This is an optimization exercise on Yosys and OpenROAD, whose aim is small area, a short achievable clock period and few clock cycles, not a production implementation.
Where RTL was checked, it was by simulation tests only, not by an equivalence proof against the original.
Power and IR drop assume default switching activity.

==> module exu_top, before the edit <==
module exu_top
(
    input  wire logic                 clk,
    input  wire logic                 reset,
    input  wire logic                 dec_op_vld,
    output logic                      dec_op_rdy,
    input  wire logic                 dec_unit,
    input  wire logic [dec_op_w-1:0]  dec_op,
    input  wire logic                 dec_use_imm,
    input  wire logic [reg_idx_w-1:0] dec_rd_idx,
    input  wire logic [xlen-1:0]      dec_pc,
    input  wire logic [xlen-1:0]      dec_imm,
    input  wire logic [xlen-1:0]      rs1_rdata,
    input  wire logic [xlen-1:0]      rs2_rdata,
    output logic                      gpr_wbck_vld,
    input  wire logic                 gpr_wbck_rdy,
    output logic [reg_idx_w-1:0]      gpr_wbck_idx,
    output logic [xlen-1:0]           gpr_wbck_wdata,
    output logic                      pipe_flush_req,
    input  wire logic                 pipe_flush_ack,
    output logic [xlen-1:0]           pipe_flush_pc_op1,
    output logic [xlen-1:0]           pipe_flush_pc_op2
);
    logic            w_free;
    logic            f_free;
    logic            accept;
    logic            is_brch;
    logic            is_jump;
    logic            is_lui;
    logic            is_auipc;
    logic            sel_imm;
    logic            use_pc;
    logic            do_sub;
    logic [xlen-1:0] a;
    logic [xlen-1:0] y;
    logic [xlen-1:0] opa;
    logic [xlen-1:0] opb;
    logic [xlen-1:0] sum;
    logic [xlen-1:0] xor_res;
    logic [xlen-1:0] shf_in;
    logic [xlen-1:0] shf_out;
    logic [xlen-1:0] shf_res;
    logic            shf_fill;
    logic            shf_left;
    logic            lt_s;
    logic            lt_u;
    logic            lt;
    logic            eq;
    logic            taken;
    logic            needs_w;
    logic            use_a;
    logic            sel_and;
    logic            sel_or;
    logic            sel_xor;
    logic            sel_shf;
    logic            sel_slt;
    logic            sel_ltu;
    logic            sel_sum;
    logic [xlen-1:0] res;
    assign w_free = !gpr_wbck_vld || gpr_wbck_rdy;
    assign f_free = !pipe_flush_req || pipe_flush_ack;
    assign dec_op_rdy = (w_free || !needs_w) && (f_free || !is_brch);
    assign accept     = dec_op_vld && dec_op_rdy;
    assign is_brch  = (dec_unit == unit_brch);
    assign is_jump  = is_brch && (dec_op[2:1] == 2'b11);
    assign is_lui   = !is_brch && (dec_op == rop_lui);
    assign is_auipc = !is_brch && (dec_op == rop_auipc);
    assign needs_w  = !is_brch || is_jump;
    assign sel_imm = !is_brch && (dec_use_imm || is_lui || is_auipc);
    assign a       = rs1_rdata;
    assign y       = sel_imm ? dec_imm : rs2_rdata;
    assign use_pc = is_auipc || is_jump;
    assign use_a  = !use_pc && !is_lui;
    assign do_sub = is_brch ? !is_jump : (dec_op == rop_sub || dec_op == rop_slt || dec_op == rop_sltu);
    assign opa    = ({xlen{use_a}} & a) | ({xlen{use_pc}} & dec_pc);
    assign opb    = is_jump ? xlen'(instr_bytes) : (y ^ {xlen{do_sub}});
    always_comb begin
        logic [xlen-1:0] g, p, gg, pp, c;
        g  = opa & opb;
        p  = opa ^ opb;
        gg = g;
        pp = p;
        gg[0] = g[0] | (p[0] & do_sub);
        for (int l = 0; l < 5; l++) begin
            for (int i = 0; i < xlen; i++) begin
                if (((i >> l) & 1) == 1) begin
                    gg[i] = gg[i] | (pp[i] & gg[((i >> l) << l) - 1]);
                    pp[i] = pp[i] & pp[((i >> l) << l) - 1];
                end
            end
        end
        c   = {gg[xlen-2:0], do_sub};
        sum = p ^ c;
    end
    assign lt_s = (a[xlen-1] != y[xlen-1]) ? a[xlen-1] : sum[xlen-1];
    assign lt_u = (a[xlen-1] != y[xlen-1]) ? y[xlen-1] : sum[xlen-1];
    assign xor_res = a ^ y;
    assign eq      = (xor_res == '0);
    always_comb begin
        case (dec_op[2:1])
            2'b00:   lt = eq;
            2'b01:   lt = lt_s;
            2'b10:   lt = lt_u;
            default: lt = 1'b0;
        endcase
        taken = is_jump || (lt ^ dec_op[0]);
    end
    assign shf_left = (dec_op == rop_sll);
    assign shf_fill = (dec_op == rop_sra) && a[xlen-1];
    always_comb begin
        for (int i = 0; i < xlen; i++) shf_in[i] = shf_left ? a[xlen-1-i] : a[i];
    end
    assign shf_out = $signed({shf_fill, shf_in}) >>> y[shamt_w-1:0];
    always_comb begin
        for (int i = 0; i < xlen; i++) shf_res[i] = shf_left ? shf_out[xlen-1-i] : shf_out[i];
    end
    assign sel_and = !is_brch && (dec_op == rop_and);
    assign sel_or  = !is_brch && (dec_op == rop_or);
    assign sel_xor = !is_brch && (dec_op == rop_xor);
    assign sel_shf = !is_brch && (dec_op == rop_sll || dec_op == rop_srl || dec_op == rop_sra);
    assign sel_slt = !is_brch && (dec_op == rop_slt);
    assign sel_ltu = !is_brch && (dec_op == rop_sltu);
    assign sel_sum = !(sel_and || sel_or || sel_xor || sel_shf || sel_slt || sel_ltu);
    assign res = ({xlen{sel_sum}} & sum)
               | ({xlen{sel_and}} & (a & y))
               | ({xlen{sel_or}}  & (a | y))
               | ({xlen{sel_xor}} & xor_res)
               | ({xlen{sel_shf}} & shf_res)
               | xlen'((sel_slt && lt_s) || (sel_ltu && lt_u));
    always_ff @(posedge clk) begin
        if (reset) begin
            gpr_wbck_vld <= 1'b0;
        end else if (w_free) begin
            gpr_wbck_vld <= accept && needs_w;
        end
    end
    always_ff @(posedge clk) begin
        if (w_free) begin
            gpr_wbck_idx   <= dec_rd_idx;
            gpr_wbck_wdata <= res;
        end
    end
    always_ff @(posedge clk) begin
        if (reset) begin
            pipe_flush_req <= 1'b0;
        end else if (f_free) begin
            pipe_flush_req <= accept && is_brch && taken;
        end
    end
    always_ff @(posedge clk) begin
        if (f_free) begin
            pipe_flush_pc_op1 <= (dec_op[0] && is_jump) ? a : dec_pc;
            pipe_flush_pc_op2 <= dec_imm;
        end
    end
endmodule
==> flow/config.mk <==
export PLATFORM = sky130hd
export DESIGN_NAME = exu_top
export DESIGN_NICKNAME = exu_top
export VERILOG_FILES = /design/flow/design.v
export SDC_FILE = /design/flow/constraint.sdc
export NUM_CORES = 4
export LEC_CHECK = 0
export CAP_MARGIN = 40
export CORE_MARGIN = 2
export CORE_UTILIZATION = 40
export SETUP_SLACK_MARGIN = 4.5
export SLEW_MARGIN = 40
==> flow/constraint.sdc <==
create_clock -name core_clock -period 9.0 [get_ports {clk}]
set_input_delay 1.8000 -clock core_clock [delete_from_list [all_inputs] [get_ports {clk}]]
set_output_delay 1.8000 -clock core_clock [all_outputs]
set_load 0.01 [all_outputs]
standard.sh (not shown) runs the stock make flow with config.mk's settings and CLKGATE_MAP_FILE= SYNTH_SCRIPT=/design/flow/synth_recipe.tcl, a recipe that flattens the netlist after the stock synthesis.
==> flow/flow/run.sh <==
#!/bin/bash
# Standard ORFS layout, with the port buffers made from the smallest plain buffer.
set -euo pipefail
export BUFFER_PORTS_ARGS="-buffer_cell sky130_fd_sc_hd__buf_1"
bash standard.sh > standard_flow.log 2>&1
The first run finished with timing, DRC and antenna clean.
Then changed:
--- a/flow/design.v
+++ b/flow/design.v
@@ -129,30 +129,13 @@
     assign y       = sel_imm ? dec_imm : rs2_rdata;
     assign use_pc = is_auipc || is_jump;
     assign use_a  = !use_pc && !is_lui;
     assign do_sub = is_brch ? !is_jump : (dec_op == rop_sub || dec_op == rop_slt || dec_op == rop_sltu);
     assign opa    = ({xlen{use_a}} & a) | ({xlen{use_pc}} & dec_pc);
     assign opb    = is_jump ? xlen'(instr_bytes) : (y ^ {xlen{do_sub}});
-    always_comb begin
-        logic [xlen-1:0] g, p, gg, pp, c;
-        g  = opa & opb;
-        p  = opa ^ opb;
-        gg = g;
-        pp = p;
-        gg[0] = g[0] | (p[0] & do_sub);
-        for (int l = 0; l < 5; l++) begin
-            for (int i = 0; i < xlen; i++) begin
-                if (((i >> l) & 1) == 1) begin
-                    gg[i] = gg[i] | (pp[i] & gg[((i >> l) << l) - 1]);
-                    pp[i] = pp[i] & pp[((i >> l) << l) - 1];
-                end
-            end
-        end
-        c   = {gg[xlen-2:0], do_sub};
-        sum = p ^ c;
-    end
+    assign sum    = opa + opb + xlen'(do_sub);
     assign lt_s = (a[xlen-1] != y[xlen-1]) ? a[xlen-1] : sum[xlen-1];
     assign lt_u = (a[xlen-1] != y[xlen-1]) ? y[xlen-1] : sum[xlen-1];
     assign xor_res = a ^ y;
     assign eq      = (xor_res == '0);
     always_comb begin
         case (dec_op[2:1])
- non-clock buffer count falls by 5
- register-to-register slack gains 470 ps
- via count rises by 3.4%
- routed wire length is higher by 0.87%
- worst setup slack improved by 110 ps
- worst hold slack improved by 42 ps
- global-route usage drops by 0.23 points
- clock skew stays flat
- core utilization falls by 1.4 points
- first-iteration DRC count went down by 5.9%
No functional check of the RTL was part of any run of this note.

---

== run 5 ==
exu_top, a different RTL version from the one above (not shown whole).
Size in the first run: roughly 1,500 cells after synthesis, roughly 100 flip-flops, roughly 250 I/O pins, roughly 0.010 sq mm of cells after synthesis.
==> module exu_top, before the edit <==
module exu_top
(
    input  wire logic                 clk,
    input  wire logic                 reset,
    input  wire logic                 dec_op_vld,
    output logic                      dec_op_rdy,
    input  wire logic                 dec_unit,
    input  wire logic [dec_op_w-1:0]  dec_op,
    input  wire logic                 dec_use_imm,
    input  wire logic [reg_idx_w-1:0] dec_rd_idx,
    input  wire logic [xlen-1:0]      dec_pc,
    input  wire logic [xlen-1:0]      dec_imm,
    input  wire logic [xlen-1:0]      rs1_rdata,
    input  wire logic [xlen-1:0]      rs2_rdata,
    output logic                      gpr_wbck_vld,
    input  wire logic                 gpr_wbck_rdy,
    output logic [reg_idx_w-1:0]      gpr_wbck_idx,
    output logic [xlen-1:0]           gpr_wbck_wdata,
    output logic                      pipe_flush_req,
    input  wire logic                 pipe_flush_ack,
    output logic [xlen-1:0]           pipe_flush_pc_op1,
    output logic [xlen-1:0]           pipe_flush_pc_op2
);
    logic            w_free;
    logic            f_free;
    logic            accept;
    logic            is_brch;
    logic            is_jump;
    logic            is_lui;
    logic            is_auipc;
    logic            sel_imm;
    logic            use_pc;
    logic            do_sub;
    logic [xlen-1:0] a;
    logic [xlen-1:0] y;
    logic [xlen-1:0] opa;
    logic [xlen-1:0] opb;
    logic [xlen-1:0] sum;
    logic [xlen-1:0] xor_res;
    logic [xlen-1:0] shf_in;
    logic [xlen-1:0] shf_out;
    logic [xlen-1:0] shf_res;
    logic            shf_fill;
    logic [shamt_w-1:0] shamt;
    logic            shf_left;
    logic            lt_s;
    logic            lt_u;
    logic            lt;
    logic            eq;
    logic            taken;
    logic            needs_w;
    logic            inv_a;
    logic            keep_a;
    logic            is_sub;
    logic            dif_n;
    logic            sel_and;
    logic            sel_or;
    logic            sel_xor;
    logic            sel_sll;
    logic            sel_shr;
    logic            sel_slt;
    logic            sel_ltu;
    logic            sel_sum;
    logic [xlen-1:0] gen;
    logic [xlen-1:0] prp;
    logic [xlen-1:0] cry;
    logic [xlen-1:0] other;
    logic [xlen-1:0] res_c0;
    logic [xlen-1:0] res_c1;
    logic [xlen-1:0] res;
    assign w_free = !gpr_wbck_vld || gpr_wbck_rdy;
    assign f_free = !pipe_flush_req || pipe_flush_ack;
    assign dec_op_rdy = (w_free || !needs_w) && (f_free || !is_brch);
    assign accept     = dec_op_vld && dec_op_rdy;
    assign is_brch  = (dec_unit == unit_brch);
    assign is_jump  = is_brch && (dec_op[2:1] == 2'b11);
    assign is_lui   = !is_brch && (dec_op == rop_lui);
    assign is_auipc = !is_brch && (dec_op == rop_auipc);
    assign is_sub   = !is_brch && (dec_op == rop_sub);
    assign needs_w  = !is_brch || is_jump;
    assign sel_imm = !is_brch && (dec_use_imm || is_lui || is_auipc);
    assign a       = rs1_rdata;
    assign y       = sel_imm ? dec_imm : rs2_rdata;
    assign inv_a  = is_brch || (dec_op[3] ? !dec_op[2] : dec_op[0]);
    assign keep_a = is_brch ? !(dec_op[2] && dec_op[1]) : !(dec_op[3] && !dec_op[2] && dec_op[1]);
    assign use_pc = is_auipc || is_jump;
    assign do_sub = is_sub;
    assign opa    = ({xlen{keep_a}} & (a ^ {xlen{inv_a}})) | ({xlen{use_pc}} & dec_pc);
    assign opb    = is_jump ? xlen'(instr_bytes) : y;
    always_comb begin
        logic [xlen-1:0] gg, pp;
        gen = opa & opb;
        prp = opa ^ opb;
        gg  = gen;
        pp  = prp;
        for (int l = 0; l < 5; l++) begin
            for (int i = 0; i < xlen; i++) begin
                if (((i >> l) & 1) == 1) begin
                    gg[i] = gg[i] | (pp[i] & gg[((i >> l) << l) - 1]);
                    pp[i] = pp[i] & pp[((i >> l) << l) - 1];
                end
            end
        end
        cry = {gg[xlen-2:0], 1'b0};
    end
    assign sum = prp ^ cry ^ {xlen{do_sub}};
    assign dif_n = prp[xlen-1] ^ cry[xlen-1];
    assign lt_s = (a[xlen-1] != y[xlen-1]) ? a[xlen-1] : !dif_n;
    assign lt_u = (a[xlen-1] != y[xlen-1]) ? y[xlen-1] : !dif_n;
    assign xor_res = a ^ y;
    assign eq      = (xor_res == '0);
    always_comb begin
        case (dec_op[2:1])
            2'b00:   lt = eq;
            2'b01:   lt = lt_s;
            2'b10:   lt = lt_u;
            default: lt = 1'b0;
        endcase
        taken = is_jump || (lt ^ dec_op[0]);
    end
    assign shf_left = !dec_op[1];
    assign shf_fill = dec_op[1] && dec_op[0] && a[xlen-1];
    always_comb begin
        for (int i = 0; i < xlen; i++) shf_in[i] = shf_left ? a[xlen-1-i] : a[i];
    end
    assign shamt   = dec_use_imm ? dec_imm[shamt_w-1:0] : rs2_rdata[shamt_w-1:0];
    assign shf_out = $signed({shf_fill, shf_in}) >>> shamt;
    always_comb begin
        for (int i = 0; i < xlen; i++) shf_res[i] = shf_out[xlen-1-i];
    end
    assign sel_and = !is_brch && (dec_op == rop_and);
    assign sel_or  = !is_brch && (dec_op == rop_or);
    assign sel_xor = !is_brch && (dec_op == rop_xor);
    assign sel_sll = !is_brch && (dec_op == rop_sll);
    assign sel_shr = !is_brch && (dec_op == rop_srl || dec_op == rop_sra);
    assign sel_slt = !is_brch && (dec_op == rop_slt);
    assign sel_ltu = !is_brch && (dec_op == rop_sltu);
    assign sel_sum = !(sel_and || sel_or || sel_xor || sel_sll || sel_shr || sel_slt || sel_ltu);
    assign other = ({xlen{sel_and || sel_or}}  & (a & y))
                 | ({xlen{sel_or || sel_xor}}  & xor_res)
                 | ({xlen{sel_sll}} & shf_res)
                 | ({xlen{sel_shr}} & shf_out)
                 | xlen'((sel_slt && lt_s) || (sel_ltu && lt_u));
    assign res_c0 = sel_sum ? (prp ^ {xlen{do_sub}}) : other;
    assign res_c1 = sel_sum ? ~(prp ^ {xlen{do_sub}}) : other;
    always_comb begin
        for (int i = 0; i < xlen; i++) res[i] = cry[i] ? res_c1[i] : res_c0[i];
    end
    always_ff @(posedge clk) begin
        if (reset) begin
            gpr_wbck_vld <= 1'b0;
        end else if (w_free) begin
            gpr_wbck_vld <= accept && needs_w;
        end
    end
    always_ff @(posedge clk) begin
        if (w_free) begin
            gpr_wbck_idx   <= dec_rd_idx;
            gpr_wbck_wdata <= res;
        end
    end
    always_ff @(posedge clk) begin
        if (reset) begin
            pipe_flush_req <= 1'b0;
        end else if (f_free) begin
            pipe_flush_req <= accept && is_brch && taken;
        end
    end
    always_ff @(posedge clk) begin
        if (f_free) begin
            pipe_flush_pc_op1 <= (dec_op[0] && is_jump) ? a : dec_pc;
            pipe_flush_pc_op2 <= dec_imm;
        end
    end
endmodule
==> flow/config.mk <==
export PLATFORM = sky130hd
export DESIGN_NAME = exu_top
export DESIGN_NICKNAME = exu_top
export VERILOG_FILES = /design/flow/design.v
export SDC_FILE = /design/flow/constraint.sdc
export NUM_CORES = 4
export LEC_CHECK = 0
export ABC_AREA = 1
export CAP_MARGIN = 20
export CORE_MARGIN = 2
export CORE_UTILIZATION = 40
export SETUP_SLACK_MARGIN = 4.5
export SLEW_MARGIN = 20
export TNS_END_PERCENT = 0
==> flow/constraint.sdc <==
create_clock -name core_clock -period 9.0 [get_ports {clk}]
set_input_delay 1.8000 -clock core_clock [delete_from_list [all_inputs] [get_ports {clk}]]
set_output_delay 1.8000 -clock core_clock [all_outputs]
set_load 0.01 [all_outputs]
Scripts as last shown in full above: flow/flow/run.sh
Inputs modified between run 5 and run 1:
--- a/flow/design.v
+++ b/flow/design.v
@@ -92,11 +92,10 @@
     logic [xlen-1:0] a;
     logic [xlen-1:0] y;
     logic [xlen-1:0] opa;
     logic [xlen-1:0] opb;
     logic [xlen-1:0] sum;
-    logic [xlen-1:0] xor_res;
     logic [xlen-1:0] shf_in;
     logic [xlen-1:0] shf_out;
     logic [xlen-1:0] shf_res;
     logic            shf_fill;
     logic [shamt_w-1:0] shamt;
@@ -105,14 +104,15 @@
     logic            lt_u;
     logic            lt;
     logic            eq;
     logic            taken;
     logic            needs_w;
-    logic            inv_a;
-    logic            keep_a;
-    logic            is_sub;
-    logic            dif_n;
+    logic            use_a;
+    logic            a_pos;
+    logic            a_neg;
+    logic            y_imm;
+    logic            y_rs2;
     logic            sel_and;
     logic            sel_or;
     logic            sel_xor;
     logic            sel_sll;
     logic            sel_shr;
@@ -126,27 +126,32 @@
     logic [xlen-1:0] res_c0;
     logic [xlen-1:0] res_c1;
     logic [xlen-1:0] res;
     assign w_free = !gpr_wbck_vld || gpr_wbck_rdy;
     assign f_free = !pipe_flush_req || pipe_flush_ack;
-    assign dec_op_rdy = (w_free || !needs_w) && (f_free || !is_brch);
+    assign dec_op_rdy = w_free && f_free;
     assign accept     = dec_op_vld && dec_op_rdy;
     assign is_brch  = (dec_unit == unit_brch);
     assign is_jump  = is_brch && (dec_op[2:1] == 2'b11);
     assign is_lui   = !is_brch && (dec_op == rop_lui);
     assign is_auipc = !is_brch && (dec_op == rop_auipc);
-    assign is_sub   = !is_brch && (dec_op == rop_sub);
     assign needs_w  = !is_brch || is_jump;
     assign sel_imm = !is_brch && (dec_use_imm || is_lui || is_auipc);
     assign a       = rs1_rdata;
-    assign y       = sel_imm ? dec_imm : rs2_rdata;
-    assign inv_a  = is_brch || (dec_op[3] ? !dec_op[2] : dec_op[0]);
-    assign keep_a = is_brch ? !(dec_op[2] && dec_op[1]) : !(dec_op[3] && !dec_op[2] && dec_op[1]);
+    assign y_imm   = sel_imm && !is_jump;
+    assign y_rs2   = !sel_imm && !is_jump;
+    always_comb begin
+        y = ({xlen{y_imm}} & dec_imm) | ({xlen{y_rs2}} & rs2_rdata);
+        y[2] = y[2] | is_jump;
+    end
     assign use_pc = is_auipc || is_jump;
-    assign do_sub = is_sub;
-    assign opa    = ({xlen{keep_a}} & (a ^ {xlen{inv_a}})) | ({xlen{use_pc}} & dec_pc);
-    assign opb    = is_jump ? xlen'(instr_bytes) : y;
+    assign use_a  = !use_pc && !is_lui;
+    assign do_sub = is_brch ? !is_jump : (dec_op == rop_sub || dec_op == rop_slt || dec_op == rop_sltu);
+    assign a_pos  = use_a && !do_sub;
+    assign a_neg  = use_a && do_sub;
+    assign opa    = ({xlen{a_pos}} & a) | ({xlen{a_neg}} & ~a) | ({xlen{use_pc}} & dec_pc);
+    assign opb    = y;
     always_comb begin
         logic [xlen-1:0] gg, pp;
         gen = opa & opb;
         prp = opa ^ opb;
         gg  = gen;
@@ -160,15 +165,13 @@
             end
         end
         cry = {gg[xlen-2:0], 1'b0};
     end
     assign sum = prp ^ cry ^ {xlen{do_sub}};
-    assign dif_n = prp[xlen-1] ^ cry[xlen-1];
-    assign lt_s = (a[xlen-1] != y[xlen-1]) ? a[xlen-1] : !dif_n;
-    assign lt_u = (a[xlen-1] != y[xlen-1]) ? y[xlen-1] : !dif_n;
-    assign xor_res = a ^ y;
-    assign eq      = (xor_res == '0);
+    assign lt_s = (a[xlen-1] != y[xlen-1]) ? a[xlen-1] : sum[xlen-1];
+    assign lt_u = (a[xlen-1] != y[xlen-1]) ? y[xlen-1] : sum[xlen-1];
+    assign eq      = (prp == '1);
     always_comb begin
         case (dec_op[2:1])
             2'b00:   lt = eq;
             2'b01:   lt = lt_s;
             2'b10:   lt = lt_u;
@@ -192,12 +195,12 @@
     assign sel_sll = !is_brch && (dec_op == rop_sll);
     assign sel_shr = !is_brch && (dec_op == rop_srl || dec_op == rop_sra);
     assign sel_slt = !is_brch && (dec_op == rop_slt);
     assign sel_ltu = !is_brch && (dec_op == rop_sltu);
     assign sel_sum = !(sel_and || sel_or || sel_xor || sel_sll || sel_shr || sel_slt || sel_ltu);
-    assign other = ({xlen{sel_and || sel_or}}  & (a & y))
-                 | ({xlen{sel_or || sel_xor}}  & xor_res)
+    assign other = ({xlen{sel_and || sel_or}}  & gen)
+                 | ({xlen{sel_or || sel_xor}}  & prp)
                  | ({xlen{sel_sll}} & shf_res)
                  | ({xlen{sel_shr}} & shf_out)
                  | xlen'((sel_slt && lt_s) || (sel_ltu && lt_u));
     assign res_c0 = sel_sum ? (prp ^ {xlen{do_sub}}) : other;
     assign res_c1 = sel_sum ? ~(prp ^ {xlen{do_sub}}) : other;
Results
- Per the comparison of run 1 with run 5, combined global-route utilization of all metal layers climbed 0.18 points, worst path arrival time grew by 0.28 ns, synthesized cell count shrank by 193, routing usage on met3 lower, via count -1,286.
- | reported clock group power | run 5 vs run 1 | ≈ equal |
- Diff run 5 -> run 1 | shortest period the worst path allows | increase of 0.28 ns
- The required time at the worst-slack endpoint was comparable across run 1 and run 5.
- Between run 5 and run 1, via count of the first global-routing pass decreased.
- Compared with run 5, run 1 shows count of filler cells inserted in the layout that has gone down by a little under 10%.
- Internal power: run 1 and run 5 compared, higher one is run 5
- Going from run 5 to run 1, final period utilization went up by 3.2 points; post-DP HPWL has decreased.
Testbench counts of run 1, summed over its fixed seeds: cycles 18,693.
Function not checked in run 5: the RTL went through the layout flow alone.

## re-timing with driven ports
Ports are ideal in the flow. The routed layouts listed here were re-timed in OpenROAD.
Step 1 sets driving cells, clkbuf_16 on the clock port and buf_2 on the other inputs (assumed; they add their load-dependent delay and slew).
Step 2 moves the port delays by t, midway between the first and last clock arrival at a register: inputs arrive t later, outputs are due t later. That takes back most of the time a late clock gives input paths.
Slacks: ideal / step 1 / step 2; pairs: ideal / step 1.
run | shift t [ns] | slack for setup (ns) | worst setup path at the end
the first run of note 1 | 0.415 | 3.605 / 3.557 / 3.141 | input to register
the second run of note 1 | 0.424 | 3.712 / 3.703 / 3.279 | input to register
run 5 | 0.418 | 4.485 / 4.485 / 4.069 | input to register
run 1 | 0.414 | 4.201 / 4.163 / 3.749 | input to register
After both steps setup and hold are still met in every run listed. For the first run of note 1, which loses most, drivers alone change the setup slack by -0.048 ns; drivers and shift together by -0.464 ns.
